Context: an optimization exercise on an open-source flow, tuned for small area. The choices shown serve that exercise and are no tape-out recipe. Function was checked by simulation only, so behaviour that the tests miss may differ from the original. The clock port is modelled as an ideal driver; clocking choices that lean on that would not hold on a real chip. Power is estimated from default activity; no workload was simulated.

==> flow/design.v <==
package alu_issue_ctrl_pkg;
    localparam int DATA_WIDTH_DEF     = 32;
    localparam int ALU_OPRN_WIDTH_DEF = 6;
    localparam int REG_ADDR_WIDTH_DEF = 5;
    typedef enum logic [1:0] {
        CLR  = 2'd0,   
        RD1  = 2'd1,   
        RD2  = 2'd2,   
        DONE = 2'd3    
    } state_e;
endpackage
module alu_issue_ctrl_register_file
#(
    parameter int DATA_WIDTH     = alu_issue_ctrl_pkg::DATA_WIDTH_DEF,
    parameter int REG_ADDR_WIDTH = alu_issue_ctrl_pkg::REG_ADDR_WIDTH_DEF
) (
    input  logic                  clk_i,
    output logic [DATA_WIDTH-1:0] tap_o,
    input  logic                  we_i,
    input  logic [DATA_WIDTH-1:0] wdata_i
);
    localparam int NREG = (1 << REG_ADDR_WIDTH) - 1;
    logic [DATA_WIDTH-1:0] ring_q [NREG];
    always_ff @(posedge clk_i) begin
        ring_q[0] <= we_i ? wdata_i : ring_q[NREG-1];
        for (int i = 1; i < NREG; i++) begin
            ring_q[i] <= ring_q[i-1];
        end
    end
    assign tap_o = ring_q[NREG-1];
endmodule
module alu_issue_ctrl
#(
    parameter int DATA_WIDTH     = alu_issue_ctrl_pkg::DATA_WIDTH_DEF,
    parameter int ALU_OPRN_WIDTH = alu_issue_ctrl_pkg::ALU_OPRN_WIDTH_DEF,
    parameter int REG_ADDR_WIDTH = alu_issue_ctrl_pkg::REG_ADDR_WIDTH_DEF
) (
    input  logic                      CLK,
    input  logic                      RST,
    input  logic                      REQ_VALID,
    output logic                      REQ_READY,
    input  logic [ALU_OPRN_WIDTH-1:0] REQ_OPRN,
    input  logic [REG_ADDR_WIDTH-1:0] REQ_RS1,
    input  logic [REG_ADDR_WIDTH-1:0] REQ_RS2,
    input  logic [REG_ADDR_WIDTH-1:0] REQ_RD,
    input  logic                      REQ_IMM_SEL,
    input  logic [DATA_WIDTH-1:0]     REQ_IMM,
    output logic [DATA_WIDTH-1:0]     ALU_OP1,
    output logic [DATA_WIDTH-1:0]     ALU_OP2,
    output logic [ALU_OPRN_WIDTH-1:0] ALU_OPRN,
    input  logic [DATA_WIDTH-1:0]     ALU_RESULT,
    output logic                      RSP_VALID,
    input  logic                      RSP_READY,
    output logic [DATA_WIDTH-1:0]     RSP_DATA,
    output logic [REG_ADDR_WIDTH-1:0] RSP_RD
);
    localparam logic [REG_ADDR_WIDTH-1:0] TAG_LAST = '1;
    alu_issue_ctrl_pkg::state_e state_q, state_d;
    logic [REG_ADDR_WIDTH-1:0] tag_q, tag_d;
    logic                      rsp_valid_q, rsp_valid_d;
    logic                      wb_pend_q, wb_pend_d;
    logic [REG_ADDR_WIDTH-1:0] rd_q;
    logic [DATA_WIDTH-1:0]     x_q;
    logic [DATA_WIDTH-1:0] tap;
    logic                  rf_we;
    logic                  rs1_zero, rs2_zero;
    logic                  cap_a, cap_r, wb_now;
    assign rs1_zero = (REQ_RS1 == '0);
    assign rs2_zero = (REQ_RS2 == '0);
    assign cap_a  = (state_q == alu_issue_ctrl_pkg::RD1) && REQ_VALID &&
                    (rs1_zero || (tag_q == REQ_RS1));
    assign cap_r  = (state_q == alu_issue_ctrl_pkg::RD2) && REQ_VALID &&
                    (REQ_IMM_SEL || rs2_zero || (tag_q == REQ_RS2));
    assign wb_now = wb_pend_q && (tag_q == rd_q);
    assign rf_we  = (state_q == alu_issue_ctrl_pkg::CLR) || wb_now;
    alu_issue_ctrl_register_file #(
        .DATA_WIDTH     (DATA_WIDTH),
        .REG_ADDR_WIDTH (REG_ADDR_WIDTH)
    ) u_register_file (
        .clk_i   (CLK),
        .tap_o   (tap),
        .we_i    (rf_we),
        .wdata_i (x_q)
    );
    always_comb begin
        state_d     = state_q;
        tag_d       = (tag_q == TAG_LAST) ? REG_ADDR_WIDTH'(1) : tag_q + 1'b1;
        rsp_valid_d = rsp_valid_q;
        wb_pend_d   = wb_pend_q;
        unique case (state_q)
            alu_issue_ctrl_pkg::CLR:
                if (tag_q == TAG_LAST) state_d = alu_issue_ctrl_pkg::RD1;
            alu_issue_ctrl_pkg::RD1:
                if (cap_a) state_d = alu_issue_ctrl_pkg::RD2;
            alu_issue_ctrl_pkg::RD2:
                if (cap_r) begin
                    state_d     = alu_issue_ctrl_pkg::DONE;
                    rsp_valid_d = 1'b1;
                    wb_pend_d   = (REQ_RD != '0);
                end
            alu_issue_ctrl_pkg::DONE: begin
                if (RSP_READY) rsp_valid_d = 1'b0;
                if (wb_now)    wb_pend_d   = 1'b0;
                if (!rsp_valid_d && !wb_pend_d) state_d = alu_issue_ctrl_pkg::RD1;
            end
            default: state_d = alu_issue_ctrl_pkg::CLR;
        endcase
    end
    always_ff @(posedge CLK or posedge RST) begin
        if (RST) begin
            state_q     <= alu_issue_ctrl_pkg::CLR;
            tag_q       <= '0;
            rsp_valid_q <= 1'b0;
            wb_pend_q   <= 1'b0;
        end else begin
            state_q     <= state_d;
            tag_q       <= tag_d;
            rsp_valid_q <= rsp_valid_d;
            wb_pend_q   <= wb_pend_d;
        end
    end
    always_ff @(posedge CLK) begin
        if (state_q == alu_issue_ctrl_pkg::CLR || cap_a)
            x_q <= (state_q == alu_issue_ctrl_pkg::CLR || rs1_zero) ? '0 : tap;
        else if (cap_r)
            x_q <= ALU_RESULT;
        if (cap_r)
            rd_q <= REQ_RD;
    end
    assign REQ_READY = cap_r;
    assign RSP_VALID = rsp_valid_q;
    assign RSP_DATA  = x_q;
    assign RSP_RD    = rd_q;
    assign ALU_OP1   = x_q;
    assign ALU_OP2   = REQ_IMM_SEL ? REQ_IMM : (rs2_zero ? '0 : tap);
    assign ALU_OPRN  = REQ_OPRN;
endmodule
make LEC_CHECK=0 CAP_MARGIN=20 CORE_MARGIN=2 CORE_UTILIZATION=30 PLACE_DENSITY=0.45 SLEW_MARGIN=20 finish   # period 5.0 ns
run.sh (not shown) runs the stock make flow with config.mk's settings and CLKGATE_MAP_FILE= SYNTH_SCRIPT=/design/flow/synth_recipe.tcl, a recipe that flattens the netlist after the stock synthesis.
Then changed:
==> flow/flow/run.sh (new file) <==
#!/bin/bash
# Standard layout (standard.sh, unchanged synthesis), with smaller port
# buffers and a clock tree built from small buffers without dummy loads.
set -euo pipefail
cat >> config.mk <<'CFG'
export BUFFER_PORTS_ARGS = -buffer_cell sky130_fd_sc_hd__buf_1
export CTS_ARGS = -sink_clustering_enable -repair_clock_nets -dont_use_dummy_load -buf_list sky130_fd_sc_hd__clkbuf_4 -sink_clustering_size 12 -sink_clustering_max_diameter 50
CFG
bash standard.sh finish > flow_make.log 2>&1
==> flow/standard.sh (new file) <==
#!/bin/bash
# synth_recipe.tcl (not shown) runs the flow's synth.tcl, then flattens the netlist and writes it again
# the make line also repeats each setting of config.mk as NAME=value (left out here)
make -C /OpenROAD-flow-scripts/flow DESIGN_CONFIG=/design/flow/config.mk WORK_HOME=/design/flow/orfs CLKGATE_MAP_FILE= SYNTH_SCRIPT=/design/flow/synth_recipe.tcl "${@:-finish}"
BUFFER_PORTS_ARGS = -buffer_cell sky130_fd_sc_hd__buf_1   (was not set)
CORE_UTILIZATION = 60   (was 30)
CTS_ARGS = -sink_clustering_enable -repair_clock_nets -dont_use_dummy_load -buf_list sky130_fd_sc_hd__clkbuf_4 -sink_clustering_size 12 -sink_clustering_max_diameter 50   (was not set)
PLACE_DENSITY = 0.75   (was 0.45)
removed: flow/run.sh
Outcome: Cell area decreases by 15%; final cell count decreases by 22%; power decreases by 24%; area after synthesis stays the same; non-clock buffer count decreases by 3; routed wire length decreases by 10%.
Then changed:
==> flow/flow/run.sh (replaced) <==
#!/bin/bash
# Standard layout (standard.sh, unchanged synthesis), with smaller port
# buffers and a clock tree built from small buffers without dummy loads.
set -euo pipefail
cat >> config.mk <<'CFG'
export BUFFER_PORTS_ARGS = -buffer_cell sky130_fd_sc_hd__buf_1
export CTS_ARGS = -sink_clustering_enable -repair_clock_nets -dont_use_dummy_load -buf_list sky130_fd_sc_hd__clkbuf_4
CFG
bash standard.sh finish > flow_make.log 2>&1
CORE_UTILIZATION = 30   (was 60)
CTS_ARGS = -sink_clustering_enable -repair_clock_nets -dont_use_dummy_load -buf_list sky130_fd_sc_hd__clkbuf_4   (was -sink_clustering_enable -repair_clock_nets -dont_use_dummy_load -buf_list sky130_fd_sc_hd__clkbuf_4 -sink_clustering_size 12 -sink_clustering_max_diameter 50)
PLACE_DENSITY = 0.45   (was 0.75)
Total power increases by about 16%.
Critical path depth drops by 1.
Cell count rose by 34%.
Final area goes up by about 8%.
Hold slack loses 0.027 ns.
First-iteration DRC count came out lower by 16%.
Then changed:
==> flow/flow/run.sh (replaced) <==
#!/bin/bash
# Standard layout (standard.sh, unchanged synthesis), with smaller port
# buffers and a clock tree built from small buffers without dummy loads.
set -euo pipefail
cat >> config.mk <<'CFG'
export BUFFER_PORTS_ARGS = -buffer_cell sky130_fd_sc_hd__buf_1
export CTS_ARGS = -sink_clustering_enable -repair_clock_nets -dont_use_dummy_load -buf_list sky130_fd_sc_hd__clkbuf_4 -sink_clustering_size 10 -sink_clustering_max_diameter 40
CFG
bash standard.sh finish > flow_make.log 2>&1
ABC_AREA = 1   (was not set)
CORE_UTILIZATION = 75   (was 30)
CTS_ARGS = -sink_clustering_enable -repair_clock_nets -dont_use_dummy_load -buf_list sky130_fd_sc_hd__clkbuf_4 -sink_clustering_size 10 -sink_clustering_max_diameter 40   (was -sink_clustering_enable -repair_clock_nets -dont_use_dummy_load -buf_list sky130_fd_sc_hd__clkbuf_4)
PLACE_DENSITY = 0.88   (was 0.45)
- power goes down by 5.7%
- synthesized cell count came out higher by about 8%
- sequential share of layout area went up by 6.9 points
- cell area goes down by about 8%
- hold slack is better by 0.012 ns
- clock-buffer cell count shrinks by 162
- critical path depth increases by 2
Then changed:
==> flow/flow/run.sh (replaced) <==
#!/bin/bash
# Standard layout (standard.sh, unchanged synthesis), with smaller port
# buffers, a clock tree built from small buffers without dummy loads, and
# data-path cells downsized after CTS where timing allows.
set -euo pipefail
cat >> config.mk <<CFG
export BUFFER_PORTS_ARGS = -buffer_cell sky130_fd_sc_hd__buf_1
export CTS_ARGS = -sink_clustering_enable -repair_clock_nets -dont_use_dummy_load -buf_list sky130_fd_sc_hd__clkbuf_4 -sink_clustering_size 10 -sink_clustering_max_diameter 40
export POST_CTS_TCL = $(pwd)/flow/post_cts.tcl
CFG
bash standard.sh finish > flow_make.log 2>&1
==> flow/flow/post_cts.tcl (new file) <==
# After CTS: downsize data-path cells that have slack to spare, then
# legalise the placement again.
estimate_parasitics -placement
repair_timing -recover_power 100 -setup_margin 0.3 -verbose
detailed_placement
check_placement -verbose
CORE_UTILIZATION = 60   (was 75)
PLACE_DENSITY = 0.75   (was 0.88)
POST_CTS_TCL = /design/flow/flow/post_cts.tcl   (was not set)
After rerunning: First-iteration DRC count shrinks by 42%; hold slack loses 0.083 ns; worst setup slack improves by 0.023 ns; global-route usage came out lower by 9.9 points; power goes down by about 1.8%; die area goes up by about 24%.
Then changed:
CORE_UTILIZATION = 70   (was 60)
PLACE_DENSITY = 0.82   (was 0.75)
After rerunning: The changed run passed the timing, design-rule and antenna checks; hold slack improves by 0.034 ns; total power hardly moves; worst setup slack gets better by 0.15 ns; cell count came out lower by a few percent.

---

east:
alu_issue_ctrl, a different RTL version from the one above (not shown whole).
For scale: about 1,400 cells after synthesis.
Settings: LEC_CHECK=0, ABC_AREA=1, CAP_MARGIN=0, CORE_MARGIN=2, CORE_UTILIZATION=60, PLACE_DENSITY=0.75, SLEW_MARGIN=0, BUFFER_PORTS_ARGS=-buffer_cell sky130_fd_sc_hd__buf_1, CTS_ARGS=-sink_clustering_enable -repair_clock_nets -dont_use_dummy_load -buf_list sky130_fd_sc_hd__clkbuf_4 -sink_clustering_size 10 -sink_clustering_max_diameter 40, POST_CTS_TCL=/design/flow/flow/post_cts.tcl, POST_FLOORPLAN_TCL=/design/flow/flow/post_floorplan.tcl; clock period 5.0 ns.
standard.sh (not shown) runs the stock make flow with config.mk's settings and CLKGATE_MAP_FILE= SYNTH_SCRIPT=/design/flow/synth_recipe.tcl, a recipe that flattens the netlist after the stock synthesis.
==> flow/flow/run.sh <==
#!/bin/bash
# Standard layout (standard.sh, unchanged synthesis), with smaller port
# buffers, combinational logic re-mapped for area after floorplan, a clock
# tree built from small buffers without dummy loads, and data-path cells
# downsized after CTS where timing allows.
set -euo pipefail
cat >> config.mk <<CFG
export BUFFER_PORTS_ARGS = -buffer_cell sky130_fd_sc_hd__buf_1
export CTS_ARGS = -sink_clustering_enable -repair_clock_nets -dont_use_dummy_load -buf_list sky130_fd_sc_hd__clkbuf_4 -sink_clustering_size 10 -sink_clustering_max_diameter 40
export POST_CTS_TCL = $(pwd)/flow/post_cts.tcl
export POST_FLOORPLAN_TCL = $(pwd)/flow/post_floorplan.tcl
CFG
bash standard.sh finish > flow_make.log 2>&1
==> flow/flow/filt_lib.py <==
# Write a copy of a liberty file without the given cells (for restructure,
# which does not honour set_dont_use).
import re, sys
src, dst = sys.argv[1], sys.argv[2]
drop = set(sys.argv[3:])
text = open(src).read()
out = []
i = 0
pat = re.compile(r'^\s*cell\s*\(\s*"?([A-Za-z0-9_]+)"?\s*\)\s*\{', re.M)
pos = 0
for m in pat.finditer(text):
    if m.start() < pos:
        continue
    name = m.group(1)
    # find the matching closing brace
    depth = 0
    j = m.end() - 1
    while True:
        c = text[j]
        if c == '{':
            depth += 1
        elif c == '}':
            depth -= 1
            if depth == 0:
                break
        j += 1
    if name in drop:
        out.append(text[pos:m.start()])
        pos = j + 1
open(dst, 'w').write(''.join(out) + text[pos:])
==> flow/flow/post_cts.tcl <==
# After CTS: downsize data-path cells that have slack to spare, then
# legalise the placement again.
estimate_parasitics -placement
repair_timing -recover_power 100 -setup_margin 0.3 -verbose
detailed_placement
check_placement -verbose
==> flow/flow/post_floorplan.tcl <==
# After floorplan: re-map the combinational logic for area with ABC
# (registers are left as synthesis made them). restructure does not honour
# set_dont_use, so it reads a copy of the library without the don't-use cells.
set lib [lindex $::env(LIB_FILES) 0]
set rmp_dir $::env(OBJECTS_DIR)/rmp
file mkdir $rmp_dir
set rmp_lib $rmp_dir/restructure.lib
exec python3 [file dirname [info script]]/filt_lib.py $lib $rmp_lib {*}$::env(DONT_USE_CELLS)
report_design_area
restructure -liberty_file $rmp_lib -target area \
  -tielo_port sky130_fd_sc_hd__conb_1/LO -tiehi_port sky130_fd_sc_hd__conb_1/HI \
  -work_dir $rmp_dir -abc_logfile $::env(LOG_DIR)/2_1_restructure_abc.log
report_design_area
Changes in south relative to east:
# east
export LEC_CHECK = 0
export ABC_AREA = 1
export CAP_MARGIN = 0
export CORE_MARGIN = 2
export CORE_UTILIZATION = 60
export PLACE_DENSITY = 0.75
export SLEW_MARGIN = 0
export BUFFER_PORTS_ARGS = -buffer_cell sky130_fd_sc_hd__buf_1
export CTS_ARGS = -sink_clustering_enable -repair_clock_nets -dont_use_dummy_load -buf_list sky130_fd_sc_hd__clkbuf_4 -sink_clustering_size 10 -sink_clustering_max_diameter 40
export POST_CTS_TCL = /design/flow/flow/post_cts.tcl
export POST_FLOORPLAN_TCL = /design/flow/flow/post_floorplan.tcl
create_clock -name core_clock -period 5.0 [get_ports {CLK}]
# south
export LEC_CHECK = 0
export ABC_AREA = 1
export CAP_MARGIN = 0
export CORE_MARGIN = 2
export CORE_UTILIZATION = 60
export PLACE_DENSITY = 0.75
export SLEW_MARGIN = 0
export BUFFER_PORTS_ARGS = -buffer_cell sky130_fd_sc_hd__buf_1
export CTS_ARGS = -sink_clustering_enable -repair_clock_nets -dont_use_dummy_load -buf_list sky130_fd_sc_hd__clkbuf_4 -sink_clustering_size 11 -sink_clustering_max_diameter 45
export POST_CTS_TCL = /design/flow/flow/post_cts.tcl
export POST_FLOORPLAN_TCL = /design/flow/flow/post_floorplan.tcl
create_clock -name core_clock -period 5.0 [get_ports {CLK}]
-- flow/flow/run.sh --
<<< east, line 9
export CTS_ARGS = -sink_clustering_enable -repair_clock_nets -dont_use_dummy_load -buf_list sky130_fd_sc_hd__clkbuf_4 -sink_clustering_size 10 -sink_clustering_max_diameter 40
>>> south, line 9
export CTS_ARGS = -sink_clustering_enable -repair_clock_nets -dont_use_dummy_load -buf_list sky130_fd_sc_hd__clkbuf_4 -sink_clustering_size 11 -sink_clustering_max_diameter 45
[summary]
- Power density relative to cell area ended up 0.35% lower on south than on east.
- Setup slack: south > east
- Relative to east, sequential share of layout area has increased by 0.30 points in south.
- Detailed-route via count ended up about 1% lower on south than on east.
- On worst hold slack, east and south are neck and neck.
- NOTE power east->south decreased slightly
- Between east and south, the difference in multi-input combinational area share is negligible.

static timing again, ports no longer ideal:
How much do the figures lean on ideal ports? The routed layouts below were timed once more, with nothing changed but the port constraints. Step 1 assumes that a clkbuf_16 drives the clock port and a buf_2 every other input. Step 2 also shifts input and output timing later by t, the mid clock arrival at the registers, as if the neighbouring blocks saw the same clock. Three values: ideal ports, drivers, drivers and shift; two values: the first two.
run	t, ns	slack for setup (ns)	worst hold slack (ns)	pins driven straight from the clock port
the first run of note 1	0.685	0.807 / 0.781 / 0.781	0.313 / 0.313 / 0.313	1
the second run of note 1	0.793	1.620 / 1.597 / 1.597	0.239 / 0.215 / 0.249	1
the third run of note 1	1.012	1.458 / 1.403 / 1.514	0.212 / 0.203 / 0.212	1
the fourth run of note 1	0.788	1.364 / 1.336 / 1.336	0.223 / 0.223 / 0.223	1
the fifth run of note 1	0.804	1.387 / 1.362 / 1.362	0.141 / 0.117 / 0.291	1
the sixth run of note 1	0.806	1.534 / 1.511 / 1.511	0.175 / 0.157 / 0.270	1
east	0.810	0.518 / 0.473 / 1.027	0.117 / 0.096 / 0.289	1
south	0.807	0.597 / 0.553 / 1.078	0.117 / 0.098 / 0.283	1
After both steps setup and hold are still met in every run listed. The setup slack of the fourth run of note 1, which loses most, moves by -0.028 ns with the drivers and by -0.028 ns with both steps.
